This design comes from an exercise in tuning for small area on the open sky130 flow, not from production work. Function was checked by simulation only, so behaviour that the tests miss may differ from the original. No activity file was given, so power comes from the tool's default toggle rates.

[design/flow/run.sh]
#!/bin/bash
# synth_recipe.tcl (not shown) runs the flow's synth.tcl, then flattens the netlist and writes it again
# the make line also repeats each setting of config.mk as NAME=value (left out here)
make -C /OpenROAD-flow-scripts/flow DESIGN_CONFIG=/design/flow/config.mk WORK_HOME=/design/flow/orfs CLKGATE_MAP_FILE= SYNTH_SCRIPT=/design/flow/synth_recipe.tcl finish
[design/flow/config.mk]
export PLATFORM = sky130hd
export DESIGN_NAME = csr_unit
export DESIGN_NICKNAME = csr_unit
export VERILOG_FILES = /design/flow/design.v
export SDC_FILE = /design/flow/constraint.sdc
export NUM_CORES = 4
export LEC_CHECK = 0
export CAP_MARGIN = 20
export CORE_MARGIN = 2
export CORE_UTILIZATION = 40
export SLEW_MARGIN = 20
[design/flow/constraint.sdc]
create_clock -name core_clock -period 5.0 [get_ports {clk}]
set_input_delay 1.0000 -clock core_clock [delete_from_list [all_inputs] [get_ports {clk}]]
set_output_delay 1.0000 -clock core_clock [all_outputs]
set_load 0.01 [all_outputs]
[design/flow/design.v]
package csr_pkg;
    typedef enum logic [2:0] {
        NONE    = 3'd0,
        CSRRD   = 3'd1,
        CSRWR   = 3'd2,
        CSRXCHG = 3'd3,
        ERTN    = 3'd4,
        EXCP    = 3'd5,
        INTE    = 3'd6   
    } csr_op_e;
    typedef enum logic [14-1:0] {
        CSR_CRMD   = 14'('h00),
        CSR_PRMD   = 14'('h01),
        CSR_ECFG   = 14'('h04),
        CSR_ESTAT  = 14'('h05),
        CSR_ERA    = 14'('h06),
        CSR_BADV   = 14'('h07),
        CSR_EENTRY = 14'('h0c),
        CSR_SAVE0  = 14'('h30),
        CSR_SAVE1  = 14'('h31),
        CSR_SAVE2  = 14'('h32),
        CSR_SAVE3  = 14'('h33),
        CSR_TID    = 14'('h40),
        CSR_TCFG   = 14'('h41),
        CSR_TVAL   = 14'('h42),
        CSR_TICLR  = 14'('h44)
    } csr_addr_e;
    typedef struct packed {
        logic        valid;
        csr_op_e     op;
        csr_addr_e   num;
        logic [31:0] wdata;
        logic [31:0] wmask;
        logic [31:0] pc;
        logic [5:0]  ecode;
        logic [8:0]  esubcode;
        logic [31:0] badv;
    } csr_req_t;
    typedef struct packed {
        csr_op_e     op;
        csr_addr_e   num;
        logic [31:0] wdata;   
        logic [31:0] pc;
        logic [5:0]  ecode;
        logic [8:0]  esubcode;
        logic [31:0] badv;
    } csr_cmd_t;
    typedef struct packed {
        logic        flush;
        logic [31:0] pc;
        logic [31:0] rdata;
    } csr_resp_t;
    typedef struct packed {
        logic [8:0]             crmd;
        logic [2:0]             prmd;
        logic [13-1:0]  ecfg_lie;
        logic [1:0]             estat_is;
        logic [5:0]             estat_ecode;
        logic [8:0]             estat_esubcode;
        logic [31:0]            era;
        logic [31:0]            badv;
        logic [31:0]            eentry;
        logic [3:0][31:0]       save;
        logic [31:0]            tid;
        logic [32-1:0] tcfg;
    } csr_state_t;
    typedef struct packed {
        logic [32-1:0] tval;
        logic                    ti;
    } tmr_status_t;
    typedef struct packed {
        logic [32-1:0] tcfg;
        logic                    wr;
        logic                    clr;
    } tmr_ctrl_t;
    localparam int CMD_W  = 3 + 14 + 32 + 32 + 6 + 9 + 32;
    localparam int RESP_W = 1 + 32 + 32;
endpackage
module csr_decode (
    input  csr_pkg::csr_req_t    req,
    input  csr_pkg::csr_state_t  state,
    input  csr_pkg::tmr_status_t tmr,
    input  logic [7:0]           hw_int,
    output csr_pkg::csr_cmd_t    cmd,
    output csr_pkg::csr_resp_t   resp,
    output logic                 cmd_valid
);
    logic [13-1:0] int_vec;
    logic                  inte;
    csr_pkg::csr_op_e               op;
    logic [31:0]           estat;
    logic [31:0]           rdata;
    logic [31:0]           mask;
    assign int_vec = {1'b0, tmr.ti, 1'b0, hw_int, state.estat_is};
    assign inte = req.valid && state.crmd[2] && (|(int_vec & state.ecfg_lie));
    assign op = inte ? csr_pkg::INTE : req.op;
    assign cmd_valid = req.valid && (op != csr_pkg::NONE);
    assign estat = {1'b0, state.estat_esubcode, state.estat_ecode, 3'b0, int_vec};
    always_comb
    begin
        case (req.num)
            csr_pkg::CSR_CRMD:   rdata = {23'b0, state.crmd};
            csr_pkg::CSR_PRMD:   rdata = {29'b0, state.prmd};
            csr_pkg::CSR_ECFG:   rdata = 32'(state.ecfg_lie);
            csr_pkg::CSR_ESTAT:  rdata = estat;
            csr_pkg::CSR_ERA:    rdata = state.era;
            csr_pkg::CSR_BADV:   rdata = state.badv;
            csr_pkg::CSR_EENTRY: rdata = state.eentry;
            csr_pkg::CSR_SAVE0,
            csr_pkg::CSR_SAVE1,
            csr_pkg::CSR_SAVE2,
            csr_pkg::CSR_SAVE3:  rdata = state.save[req.num[1:0]];
            csr_pkg::CSR_TID:    rdata = state.tid;
            csr_pkg::CSR_TCFG:   rdata = 32'(state.tcfg);
            csr_pkg::CSR_TVAL:   rdata = 32'(tmr.tval);
            default:    rdata = '0;   
        endcase
    end
    assign mask = (op == csr_pkg::CSRXCHG) ? req.wmask : '1;
    always_comb
    begin
        cmd.op    = op;
        cmd.num   = req.num;
        cmd.wdata = (rdata & ~mask) | (req.wdata & mask);
        cmd.pc    = req.pc;
        cmd.badv  = req.badv;
        if (inte)
        begin
            cmd.ecode    = 6'd0;   
            cmd.esubcode = 9'd0;
        end
        else
        begin
            cmd.ecode    = req.ecode;
            cmd.esubcode = req.esubcode;
        end
    end
    always_comb
    begin
        resp.rdata = rdata;
        resp.flush = req.valid && (op != csr_pkg::NONE) && (op != csr_pkg::CSRRD);
        case (op)
            csr_pkg::ERTN:       resp.pc = state.era;
            csr_pkg::EXCP, csr_pkg::INTE: resp.pc = state.eentry;
            default:    resp.pc = req.pc + 32'd4;
        endcase
    end
endmodule
module csr_stage_reg #(
    parameter int W = 1
) (
    input  logic         clk,
    input  logic         rstn,
    input  logic         stall,
    input  logic         flush,
    input  logic         valid_in,
    input  logic [W-1:0] d,
    output logic         valid_out,
    output logic [W-1:0] q
);
    always_ff @(posedge clk)
    begin
        if (!rstn || (flush && !stall))
        begin
            valid_out <= 1'b0;
            q         <= '0;   
        end
        else if (!stall)
        begin
            valid_out <= valid_in;
            q         <= d;
        end
    end
endmodule
module csr_commit (
    input  logic                 clk,
    input  logic                 rstn,
    input  logic                 stall,
    input  logic                 cmd_valid,
    input  csr_pkg::csr_cmd_t    cmd,
    input  csr_pkg::tmr_status_t tmr,
    output csr_pkg::csr_state_t  state,
    output csr_pkg::tmr_ctrl_t   tctl,
    output logic                 excp_flush,
    output logic                 ertn_flush
);
    localparam logic [5:0] ECODE_ADE = 6'h08;
    localparam logic [5:0] ECODE_ALE = 6'h09;
    localparam logic [13-1:0] LIE_WMASK = 13'h1bff;   
    logic commit_en;
    logic wr_en;
    logic tcfg_wr;
    assign commit_en = cmd_valid && !stall;
    assign wr_en     = commit_en && (cmd.op == csr_pkg::CSRWR || cmd.op == csr_pkg::CSRXCHG);
    assign tcfg_wr   = wr_en && (cmd.num == csr_pkg::CSR_TCFG);
    always_comb
    begin
        tctl.wr   = tcfg_wr;
        tctl.tcfg = tcfg_wr ? cmd.wdata[32-1:0] : state.tcfg;
        tctl.clr  = wr_en && (cmd.num == csr_pkg::CSR_TICLR) && cmd.wdata[0] && tmr.ti;
    end
    always_ff @(posedge clk)
    begin
        if (!rstn)
        begin
            state      <= '0;
            state.crmd <= 9'h008;
            excp_flush <= 1'b0;
            ertn_flush <= 1'b0;
        end
        else
        begin
            excp_flush <= 1'b0;
            ertn_flush <= 1'b0;
            if (commit_en)
            begin
                case (cmd.op)
                    csr_pkg::EXCP, csr_pkg::INTE:
                    begin
                        state.prmd           <= state.crmd[2:0];   
                        state.crmd[2:0]      <= 3'b0;
                        state.era            <= cmd.pc;
                        state.estat_ecode    <= cmd.ecode;
                        state.estat_esubcode <= cmd.esubcode;
                        if (cmd.ecode == ECODE_ADE || cmd.ecode == ECODE_ALE)
                            state.badv <= cmd.badv;
                        excp_flush <= 1'b1;
                    end
                    csr_pkg::ERTN:
                    begin
                        state.crmd[2:0] <= state.prmd;
                        ertn_flush      <= 1'b1;
                    end
                    csr_pkg::CSRWR, csr_pkg::CSRXCHG:
                    begin
                        case (cmd.num)
                            csr_pkg::CSR_CRMD:
                            begin
                                state.crmd[2:0] <= cmd.wdata[2:0];
                                state.crmd[8:5] <= cmd.wdata[8:5];
                                if (cmd.wdata[4] ^ cmd.wdata[3])
                                    state.crmd[4:3] <= cmd.wdata[4:3];
                            end
                            csr_pkg::CSR_PRMD:   state.prmd     <= cmd.wdata[2:0];
                            csr_pkg::CSR_ECFG:   state.ecfg_lie <= cmd.wdata[13-1:0] & LIE_WMASK;
                            csr_pkg::CSR_ESTAT:  state.estat_is <= cmd.wdata[1:0];   
                            csr_pkg::CSR_ERA:    state.era      <= cmd.wdata;
                            csr_pkg::CSR_BADV:   state.badv     <= cmd.wdata;
                            csr_pkg::CSR_EENTRY: state.eentry   <= {cmd.wdata[31:6], 6'b0};
                            csr_pkg::CSR_SAVE0,
                            csr_pkg::CSR_SAVE1,
                            csr_pkg::CSR_SAVE2,
                            csr_pkg::CSR_SAVE3:  state.save[cmd.num[1:0]] <= cmd.wdata;
                            csr_pkg::CSR_TID:    state.tid      <= cmd.wdata;
                            csr_pkg::CSR_TCFG:   state.tcfg     <= cmd.wdata[32-1:0];
                            default:    ;   
                        endcase
                    end
                    default: ;
                endcase
            end
        end
    end
endmodule
module csr_timer (
    input  logic                 clk,
    input  logic                 rstn,
    input  csr_pkg::tmr_ctrl_t   tctl,
    output csr_pkg::tmr_status_t tmr
);
    logic                    en;
    logic                    periodic;
    logic                    at_zero;
    logic [32-1:0] init_val;
    assign en       = tctl.tcfg[0];
    assign periodic = tctl.tcfg[1];
    assign at_zero  = (tmr.tval == '0);
    assign init_val = {tctl.tcfg[32-1:2], 2'b00};
    always_ff @(posedge clk)
    begin
        if (!rstn)
        begin
            tmr <= '0;
        end
        else
        begin
            if (tctl.clr)
                tmr.ti <= 1'b0;
            else if (en && !tctl.wr && at_zero)
                tmr.ti <= 1'b1;
            if (tctl.wr && en)
                tmr.tval <= init_val;
            else if (en && at_zero && periodic)
                tmr.tval <= init_val;
            else if (en && tmr.tval != '1)
                tmr.tval <= tmr.tval - 1'b1;   
        end
    end
endmodule
module csr_unit (
    input  logic        clk,
    input  logic        rstn,
    input  logic        stall,
    input  logic        flush,
    input  logic        req_valid,
    input  logic [2:0]  req_op,
    input  logic [13:0] req_num,
    input  logic [31:0] req_wdata,
    input  logic [31:0] req_wmask,
    input  logic [31:0] req_pc,
    input  logic [5:0]  req_ecode,
    input  logic [8:0]  req_esubcode,
    input  logic [31:0] req_badv,
    input  logic [7:0]  hw_int,
    output logic        resp_flush,
    output logic [31:0] resp_pc,
    output logic [31:0] resp_rdata,
    output logic        excp_flush,
    output logic        ertn_flush,
    output logic [8:0]  crmd
);
    csr_pkg::csr_req_t    req;
    csr_pkg::csr_resp_t   resp;
    csr_pkg::csr_cmd_t    cmd_d;
    csr_pkg::csr_cmd_t    cmd_q;
    csr_pkg::csr_resp_t   resp_d;
    logic        cmd_valid_d;
    logic        cmd_valid_q;
    csr_pkg::csr_state_t  state;
    csr_pkg::tmr_status_t tmr;
    csr_pkg::tmr_ctrl_t   tctl;
    assign req.valid    = req_valid;
    assign req.op       = csr_pkg::csr_op_e'(req_op);
    assign req.num      = csr_pkg::csr_addr_e'(req_num);
    assign req.wdata    = req_wdata;
    assign req.wmask    = req_wmask;
    assign req.pc       = req_pc;
    assign req.ecode    = req_ecode;
    assign req.esubcode = req_esubcode;
    assign req.badv     = req_badv;
    assign resp_flush = resp.flush;
    assign resp_pc    = resp.pc;
    assign resp_rdata = resp.rdata;
    assign crmd = state.crmd;
    csr_decode u_decode (
        .req       (req),
        .state     (state),
        .tmr       (tmr),
        .hw_int    (hw_int),
        .cmd       (cmd_d),
        .resp      (resp_d),
        .cmd_valid (cmd_valid_d)
    );
    csr_stage_reg #(.W(csr_pkg::CMD_W)) u_cmd_reg (
        .clk       (clk),
        .rstn      (rstn),
        .stall     (stall),
        .flush     (flush),
        .valid_in  (cmd_valid_d),
        .d         (cmd_d),
        .valid_out (cmd_valid_q),
        .q         (cmd_q)
    );
    csr_stage_reg #(.W(csr_pkg::RESP_W)) u_resp_reg (
        .clk       (clk),
        .rstn      (rstn),
        .stall     (stall),
        .flush     (flush),
        .valid_in  (req.valid),
        .d         (resp_d),
        .valid_out (),
        .q         (resp)
    );
    csr_commit u_commit (
        .clk        (clk),
        .rstn       (rstn),
        .stall      (stall),
        .cmd_valid  (cmd_valid_q),
        .cmd        (cmd_q),
        .tmr        (tmr),
        .state      (state),
        .tctl       (tctl),
        .excp_flush (excp_flush),
        .ertn_flush (ertn_flush)
    );
    csr_timer u_timer (
        .clk  (clk),
        .rstn (rstn),
        .tctl (tctl),
        .tmr  (tmr)
    );
endmodule
==> notes.md <==
[sequential cells by signal, summed over array words and instances, names as in the netlist]
signal               flops
u_commit.state         323
u_timer.tmr             33
u_cmd_reg.q            128
u_cmd_reg.valid_out      1
u_resp_reg.q            65
u_commit.ertn_flush      1
u_commit.excp_flush      1
[final cells by class]
type / instances / share of cell area (%)
antenna: 1 / 0.00824
sequential: 552 / 36.4
clock buffer: 92 / 5.80
clock inverter: 14 / 0.470
tap: 846 / 3.49
timing repair buffer: 293 / 9.52
inverter: 37 / 0.486
multi-input combinational: 2057 / 43.8
[cells by family after synthesis]
| group | Yosys count | synth area share (%) |
|---|---|---|
| compound gates | 761 | 20.5 |
| buf+inv | 320 | 5.60 |
| fa+ha+maj | 10 | 0.486 |
| mux | 211 | 10.0 |
| simple gates | 1018 | 18.5 |
| xor+xnor | 57 | 1.94 |
| flops | 552 | 43.0 |
[worst max-delay path by stage]
stage / cells past startpoint / start / end
after floorplan: 7 / req_num[0] / u_cmd_reg.q[87]
after global placement: 8 / req_num[2] / u_cmd_reg.q[95]
after detailed placement: 8 / req_num[2] / u_cmd_reg.q[95]
after CTS: 8 / req_num[2] / u_cmd_reg.q[95]
after global routing: 8 / hw_int[0] / u_resp_reg.q[57]
final: 8 / req_num[2] / u_cmd_reg.q[95]
[synthesized netlist by cell type (11+ instances only)]
| library cell | count |
|---|---|
| mux2i_1 | 151 |
| buf_2 | 69 |
| a221oi_1 | 47 |
| a22o_1 | 18 |
| buf_4 | 20 |
| xor2_1 | 32 |
| nor4_1 | 21 |
| nand3_1 | 74 |
| and2_1 | 35 |
| nand4_1 | 20 |
| a211oi_1 | 90 |
| mux2_2 | 26 |
| and3_1 | 36 |
| inv_1 | 36 |
| nor2_1 | 392 |
| o311a_1 | 11 |
| mux4_2 | 33 |
| clkbuf_1 | 178 |
| a21oi_1 | 249 |
| nand2_1 | 293 |
| dfxtp_1 | 552 |
| a21boi_0 | 14 |
| a22oi_1 | 124 |
| o21ai_0 | 75 |
| nor3_1 | 60 |
| o211a_1 | 13 |
| xnor2_1 | 25 |
| o21a_1 | 12 |
| a222oi_1 | 12 |
[metrics by stage]
step | instances | power [mW] | setup slack, ns | utilization [%] | hold WS [ns]
after global placement | 3784 | 5.50 | 0.899 | 44.9 | 0.435
final | 3892 | 9.79 | 1.29 | 47.9 | 0.454
after floorplan | 2929 | 5.09 | 2.17 | - | 0.429
after CTS | 3890 | 9.81 | 1.51 | 47.9 | 0.453
after detailed placement | 3784 | 5.51 | 0.852 | 44.9 | 0.444
after global routing | 3891 | 10.0 | 1.36 | 47.9 | 0.472
[critical path, stage by stage]
cell	delay, ns
clkdlybuf4s50_1	0.67
nor4_1	0.59
nand2_1	0.48
nor4_1	0.73
buf_4	0.27
a21oi_1	0.07
and3_1	0.25
a211oi_2	0.20
[power groups by stage]
stage / combinational (mW) / sequential (mW) / clock (mW)
3_3_place_gp: 0.798 / 4.70 / 0
3_5_place_dp: 0.808 / 4.70 / 0
5_1_grt: 0.872 / 4.61 / 4.55
6_report: 0.821 / 4.61 / 4.36
4_1_cts: 0.810 / 4.60 / 4.40
2_1_floorplan: 0.463 / 4.62 / 0
[layer usage]
metal	vias up	share of wire, %	track usage [%]
li1	10712	-	-
met1	11577	44	41.0
met2	1229	44	43.6
met3	138	9.3	4.99
met4	0	2.5	7.95
met5	-	0	0
==> flow_metrics.py <==
metrics = {
    "sta": {
        "fmax_mhz": 270,
        "finalCritPeriodShare_pct": 74.1,
        "max_slew_margin_pct": 22.5,
        "rsz0062_at_grt": "no",
        "finalHoldViolCount": 0,
        "period_minus_slack_ns": 3.71,
        "tightest_slew_ns": 1.16,
        "drv_slew": 0,
        "finClkSkew_ns": 0.0311,
        "tns_ns": 0,
        "setup_violations": 0,
    },
    "synthesis": {
        "synth-edff-count": 0,
        "yosysSeqAreaShare_pct": 43.0,
        "synthTopCellsByArea": "dfxtp_1 (43%), mux2i_1 (5.9%), nor2_1 (5.7%), a21oi_1 (4.8%), nand2_1 (4.3%)",
        "synthCells": 2929,
        "synth.largest_area_cell": "dfxtp_1",
        "ys_ff_latch": 552,
        "syn_avg_cell_area_sq_um": 8.78,
        "synth_top_area_share_pct": 43.0,
        "synthFlopType": "dfxtp_1",
        "ys_async_sr_fraction_pct": 0,
        "synth_area_sq_um": 25700,
        "ys_types": 95,
        "synth-warning-count": 5,
        "synth_nets": 3112,
    },
    "clock_tree": {
        "h-tree-depth": 2,
        "ctsResizeCount": 0,
        "clk_pin_slew_ns": 0.06,
        "cts_root_buffer": "clkbuf_16",
        "hold_buffers": 0,
        "post_cts_buffers": 0,
        "clk-insertion-delay-late_ns": 0.64,
        "clockBufferDepth": 3,
        "clock_sinks": 552,
        "cts_buffers": 58,
        "cts_tree": "built",
    },
    "floorplan": {
        "core_area_sq_um": 63300,
        "initial_core_util_pct": 40.6,
        "rows": 92,
        "ios": 249,
        "fp.dieW_um": 258,
        "fp.dieH_um": 258,
        "dieArea_sq_um": 66300,
    },
    "final_layout": {
        "design_area_sq_um": 30400,
        "regArea_sq_um": 11100,
        "multi_input_comb_area_sq_um": 13300,
        "mostFrequentLayoutCell": "dfxtp_1",
        "nets": 3182,
        "layout_common_cells": "dfxtp_1 (552), nor2_1 (391), nand2_1 (288)",
        "drive_above_1_share_pct": 8.90,
        "syn_to_final_growth_pct": 18.0,
        "fill_cells": 6062,
    },
    "pwr": {
        "pwr-share-comb_pct": 8.4,
        "power_density_nw_per_um2": 322,
        "seq_power_share_pct": 47.1,
        "irDropWorstVdd_uv": 262,
        "power_frac_clock_pct": 44.5,
        "power_switching_mw": 2.45,
        "netSwitchingFraction_pct": 25.1,
        "p_leak_nw": 11.0,
        "p_int_mw": 7.34,
    },
    "outcome": {
        "status": "timing/DRC/antenna clean",
    },
    "routing": {
        "totalWireLength_um": 98000,
        "wl_per_cell_um": 25.2,
        "viasPerCell": 6.08,
        "initialDrtViolationCount": 2712,
        "vias": 23656,
        "drcViolationCount": 0,
        "ant_nets": 0,
        "drtPass1Iterations": 8,
    },
    "worst_setup_path": {
        "r2r_setup_slack_ns": 1.68,
        "crit_type": "primary input to register",
        "worstReg2RegEnd": "u_commit.state[105]",
        "reg2regPathDepth": 8,
        "worstPathRequired_ns": 5.56,
        "setup.worst_path.end_class": "register",
        "arrival_ns": 4.27,
        "cp_max_fo": 11,
        "reg2reg_from": "u_cmd_reg.q[111]",
        "critPathLaunchType": "primary input",
    },
    "global_routing": {
        "antenna_found_initial": 0,
        "track_usage_pct": 28.4,
        "grt_pass1_vias": 22439,
        "grt_pass1_wl_um": 145000,
        "grt_start_max_net_pins": 180,
        "gr-total-overflow": 0,
    },
    "hold_path": {
        "hold_class": "register to register",
        "hold_depth": 2,
        "hold_end": "u_commit.state[81]",
        "hold_start": "u_commit.state[81]",
    },
    "job": {
        "cap_violations": 0,
    },
    "place": {
        "post-dp-hpwl_um": 67700,
        "gp_congestion": 0.915,
        "port_buffers": 248,
        "placed_area_sq_um": 28400,
    },
}

-- re-timing with driven ports --
In the flow no input, the clock included, has a driving cell. The finished layout below was timed again as built, in two steps. Step 1 sets driving cells, clkbuf_16 on the clock port and buf_2 on the other inputs (assumed; they add their load-dependent delay and slew). Step 2 also shifts input and output timing later by t, the mid clock arrival at the registers, as if the neighbouring blocks saw the same clock. Three values: ideal ports, drivers, drivers and shift; two values: the first two.
shift t [ns]: 0.690
setup WS [ns]: 1.294 / 1.334 / 0.644
latest minus earliest clock arrival (ns): 0.032 / 0.032
After both steps this run still meets setup and hold. For this run, drivers alone change the setup slack by +0.040 ns; drivers and shift together by -0.650 ns.
